This is an optimization exercise on Yosys and OpenROAD, whose aim is small area and a short achievable clock period, not a production implementation. Function was checked by simulation only, so behaviour that the tests miss may differ from the original. Power figures rest on the tool's default switching activity, not on a simulated workload.

## run 1
// mem_resp
module mem_resp #(
  parameter int ADR_WIDTH   = 10,
  parameter int DAT_WIDTH   = 8,
  parameter int MEM_DEPTH   = 256,
  parameter int WAIT_STATES = 2
) (
  input  logic                 clk_i,
  input  logic                 rst_ni,
  input  logic                 req_i,
  input  logic                 we_i,
  input  logic [ADR_WIDTH-1:0] adr_i,
  input  logic [DAT_WIDTH-1:0] dat_i,
  output logic                 busy_o,
  output logic                 ack_o,
  output logic                 err_o,
  output logic [DAT_WIDTH-1:0] dat_o
);
  localparam int IDX_W = (MEM_DEPTH > 1) ? $clog2(MEM_DEPTH) : 1;
  localparam logic [63:0] DEPTH64 = MEM_DEPTH;
  function automatic logic out_of_range(input logic [ADR_WIDTH-1:0] a);
    out_of_range = ({{(64-ADR_WIDTH){1'b0}}, a} >= DEPTH64);
  endfunction
  if (ADR_WIDTH == 10 && DAT_WIDTH == 8 && MEM_DEPTH == 256 && WAIT_STATES == 2) begin : g_ring
    localparam int N  = 256;
    localparam int W  = 8;
    logic idle, s1, s2, s3;
    logic ld_w, ld_r;           
    logic         we_q, oor_q;
    always_ff @(posedge clk_i or negedge rst_ni) begin
      if (!rst_ni) begin
        idle   <= 1'b1;
        busy_o <= 1'b0;
        ack_o  <= 1'b0;
        err_o  <= 1'b0;
        s1     <= 1'b0;
        s2     <= 1'b0;
        s3     <= 1'b0;
        ld_w   <= 1'b0;
        ld_r   <= 1'b0;
      end else begin
        idle   <= (idle && !req_i) || ack_o;
        s1     <= idle && req_i;
        s2     <= s1;
        s3     <= s2;
        ld_w   <= s2 && we_q && !oor_q;
        ld_r   <= s2 && !we_q;
        ack_o  <= s3;
        err_o  <= s3 && oor_q;
        busy_o <= (idle && req_i) || s1 || s2 || s3;
      end
    end
    logic [7:0]   c;            
    logic [W-1:0] dat_q;
    logic [7:0]   rn, rn_nx;
    logic [31:0]  sa;           
    assign rn_nx = idle ? adr_i[7:0] + c : rn + 8'd1;
    always_ff @(posedge clk_i) begin
      c  <= c + 8'd1;
      rn <= rn_nx;
  ...
clock: 4.5 ns
lec_check: 0
abc_clock_period_in_ps: 2000
cap_margin: 20
core_margin: 2
core_utilization: 70
cts_buf_list: sky130_fd_sc_hd__clkbuf_8 sky130_fd_sc_hd__clkbuf_16
cts_cluster_diameter: 120
cts_cluster_size: 30
setup_slack_margin: 2.4
slew_margin: 20
standard.sh (not shown) runs the stock make flow with config.mk's settings and CLKGATE_MAP_FILE= SYNTH_SCRIPT=/design/flow/synth_recipe.tcl, a recipe that flattens the netlist after the stock synthesis.
==> flow/flow/run.sh <==
#!/bin/bash
# Own layout flow: the standard synthesis unchanged, then the standard
# ORFS layout with two resizer settings changed:
#  - ports are buffered with a plain buf_4 (instead of the delay cell
#    buffer_ports picks by default), so inputs and outputs are not slowed down;
#  - repair_timing may resize a cell to any footprint (MATCH_CELL_FOOTPRINT=0).
# Each step's full output goes to its own log file in this folder; ORFS's own
# per-stage logs are under orfs/logs/.
set -euo pipefail
bash standard.sh synth > synth.log 2>&1
bash standard.sh MATCH_CELL_FOOTPRINT=0 "CTS_ARGS=-sink_clustering_enable -repair_clock_nets -sink_clustering_size 30 -sink_clustering_max_diameter 120 -buf_list {sky130_fd_sc_hd__clkbuf_8 sky130_fd_sc_hd__clkbuf_16} -apply_ndr full" "BUFFER_PORTS_ARGS=-buffer_cell sky130_fd_sc_hd__buf_4" finish > layout.log 2>&1
Modified inputs, run 2 compared to run 1
--- a/flow/flow/run.sh
+++ b/flow/flow/run.sh
@@ -9,3 +9,3 @@
 set -euo pipefail
 bash standard.sh synth > synth.log 2>&1
-bash standard.sh MATCH_CELL_FOOTPRINT=0 "CTS_ARGS=-sink_clustering_enable -repair_clock_nets -sink_clustering_size 30 -sink_clustering_max_diameter 120 -buf_list {sky130_fd_sc_hd__clkbuf_8 sky130_fd_sc_hd__clkbuf_16} -apply_ndr full" "BUFFER_PORTS_ARGS=-buffer_cell sky130_fd_sc_hd__buf_4" finish > layout.log 2>&1
+bash standard.sh MATCH_CELL_FOOTPRINT=0 "BUFFER_PORTS_ARGS=-buffer_cell sky130_fd_sc_hd__buf_4" finish > layout.log 2>&1
--- a/flow/config.mk
+++ b/flow/config.mk
@@ -10,7 +10,7 @@
 export CORE_MARGIN = 2
 export CORE_UTILIZATION = 70
-export CTS_BUF_LIST = sky130_fd_sc_hd__clkbuf_8 sky130_fd_sc_hd__clkbuf_16
-export CTS_CLUSTER_DIAMETER = 120
-export CTS_CLUSTER_SIZE = 30
+export CTS_BUF_LIST = sky130_fd_sc_hd__clkbuf_16
+export CTS_CLUSTER_DIAMETER = 60
+export CTS_CLUSTER_SIZE = 20
 export SETUP_SLACK_MARGIN = 2.4
 export SLEW_MARGIN = 20
Notes after the runs:
Run 2 vs. run 1: buffer share of cell area held; number of nets in the final layout went up 46; number of ordinary and repair buffers in the finished layout went down about 1.7%.
Against run 1 as the reference, run 2 delivers a higher number of antenna violations at the first check in global routing.
Reported for run 1 and run 2, post-synthesis instance area turned out identical to the last digit.
Run 2 does worse than run 1 on total wire length after detailed routing.
Run 1 has a lower ratio of cells with drive above 1 in the final layout than run 2.
Per the comparison of run 2 with run 1, power shows an increase of 8.7%, final cell count now sits higher.
A launch point of the worst path of dat_o[5]$_DFFE_PN0P_ is what run 2 shows, while dat_o[0]$_DFFE_PN0P_ belongs to run 1.
Compared with run 1, in run 2 sequential cell area share lower, worst setup slack after layout lower.
> inputs changed (run 2 -> run 3)
--- a/flow/config.mk
+++ b/flow/config.mk
@@ -9,8 +9,8 @@
 export CAP_MARGIN = 20
 export CORE_MARGIN = 2
-export CORE_UTILIZATION = 70
-export CTS_BUF_LIST = sky130_fd_sc_hd__clkbuf_16
-export CTS_CLUSTER_DIAMETER = 60
-export CTS_CLUSTER_SIZE = 20
+export CORE_UTILIZATION = 55
+export CTS_BUF_LIST = sky130_fd_sc_hd__clkbuf_8 sky130_fd_sc_hd__clkbuf_16
+export CTS_CLUSTER_DIAMETER = 120
+export CTS_CLUSTER_SIZE = 30
 export SETUP_SLACK_MARGIN = 2.4
 export SLEW_MARGIN = 20
## What came out
- Global-route wire length before repair: run 3 vs run 2 up about 1.6%
- On width of the chip, the higher figure sits with run 3, not run 2.
- Source-to-sink clock delay at the later pin of the worst-skew pair: run 3 lower than run 2
- Row fraction of area in clock buffers and inverters: run 3 lower / run 2 higher
- Higher sum of net half-perimeters after detailed placement was reported by run 3, not run 2.
- Between run 2 and run 3, the met3 track demand over resource in global routing is lower for run 3.
- Run 3 vs run 2 on share of final layout cell area taken by non-clock buffers: run 3 is the higher one.
The inputs of run 4 differ from those of run 3 as listed below.
--- a/flow/config.mk
+++ b/flow/config.mk
@@ -13,4 +13,4 @@
 export CTS_CLUSTER_DIAMETER = 120
 export CTS_CLUSTER_SIZE = 30
-export SETUP_SLACK_MARGIN = 2.4
+export SETUP_SLACK_MARGIN = 2.6
 export SLEW_MARGIN = 20
Results
Relative to run 3, number of inverters outside the clock class in the layout has gone up in run 4. Compare run 4 and run 3 | met2 wire length lower: run 3. Changes observed in run 4 relative to run 3: final sequential cell count about even; first-pass GRT wire length about even; sequential cell area share fell 0.69 points. Relative to run 3, the proportion of power drawn by the clock network of run 4 is higher by 0.3 points. Run 4 reports a higher routed wire length than run 3 does. Fraction of the cycle the final worst path needs: run 4 < run 3. Delta (run 4 minus run 3): count of instances resized after the clock tree is built moved up, final area moved up.

## what the ideal ports hide
In the flow no input, the clock included, has a driving cell. The finished layouts below were timed again as built, in two steps. Step 1, drivers: a clkbuf_16 drives clk_i and a buf_2 each remaining input, both assumed. Step 2 moves the port delays by t, midway between the first and last clock arrival at a register: inputs arrive t later, outputs are due t later. That takes back most of the time a late clock gives input paths. a / b / c = no drivers / after step 1 / after step 2; a / b = the first two.
| run | t, ns | setup slack, ns | worst hold slack (ns) | clock arrival spread, ns |
|---|---|---|---|---|
| run 1 | 0.742 | 2.307 / 2.237 / 1.666 | 0.060 / 0.017 / 0.315 | 0.030 / 0.030 |
| run 2 | 0.800 | 2.257 / 2.187 / 1.688 | 0.317 / 0.304 / 0.317 | 0.027 / 0.027 |
| run 3 | 0.772 | 2.277 / 2.201 / 1.681 | 0.060 / 0.008 / 0.325 | 0.024 / 0.023 |
| run 4 | 0.778 | 2.293 / 2.213 / 1.665 | 0.034 / -0.021 / 0.312 | 0.042 / 0.042 |
After both steps setup and hold are still met in every run listed. For run 1, which loses most, drivers alone change the setup slack by -0.070 ns; drivers and shift together by -0.641 ns.
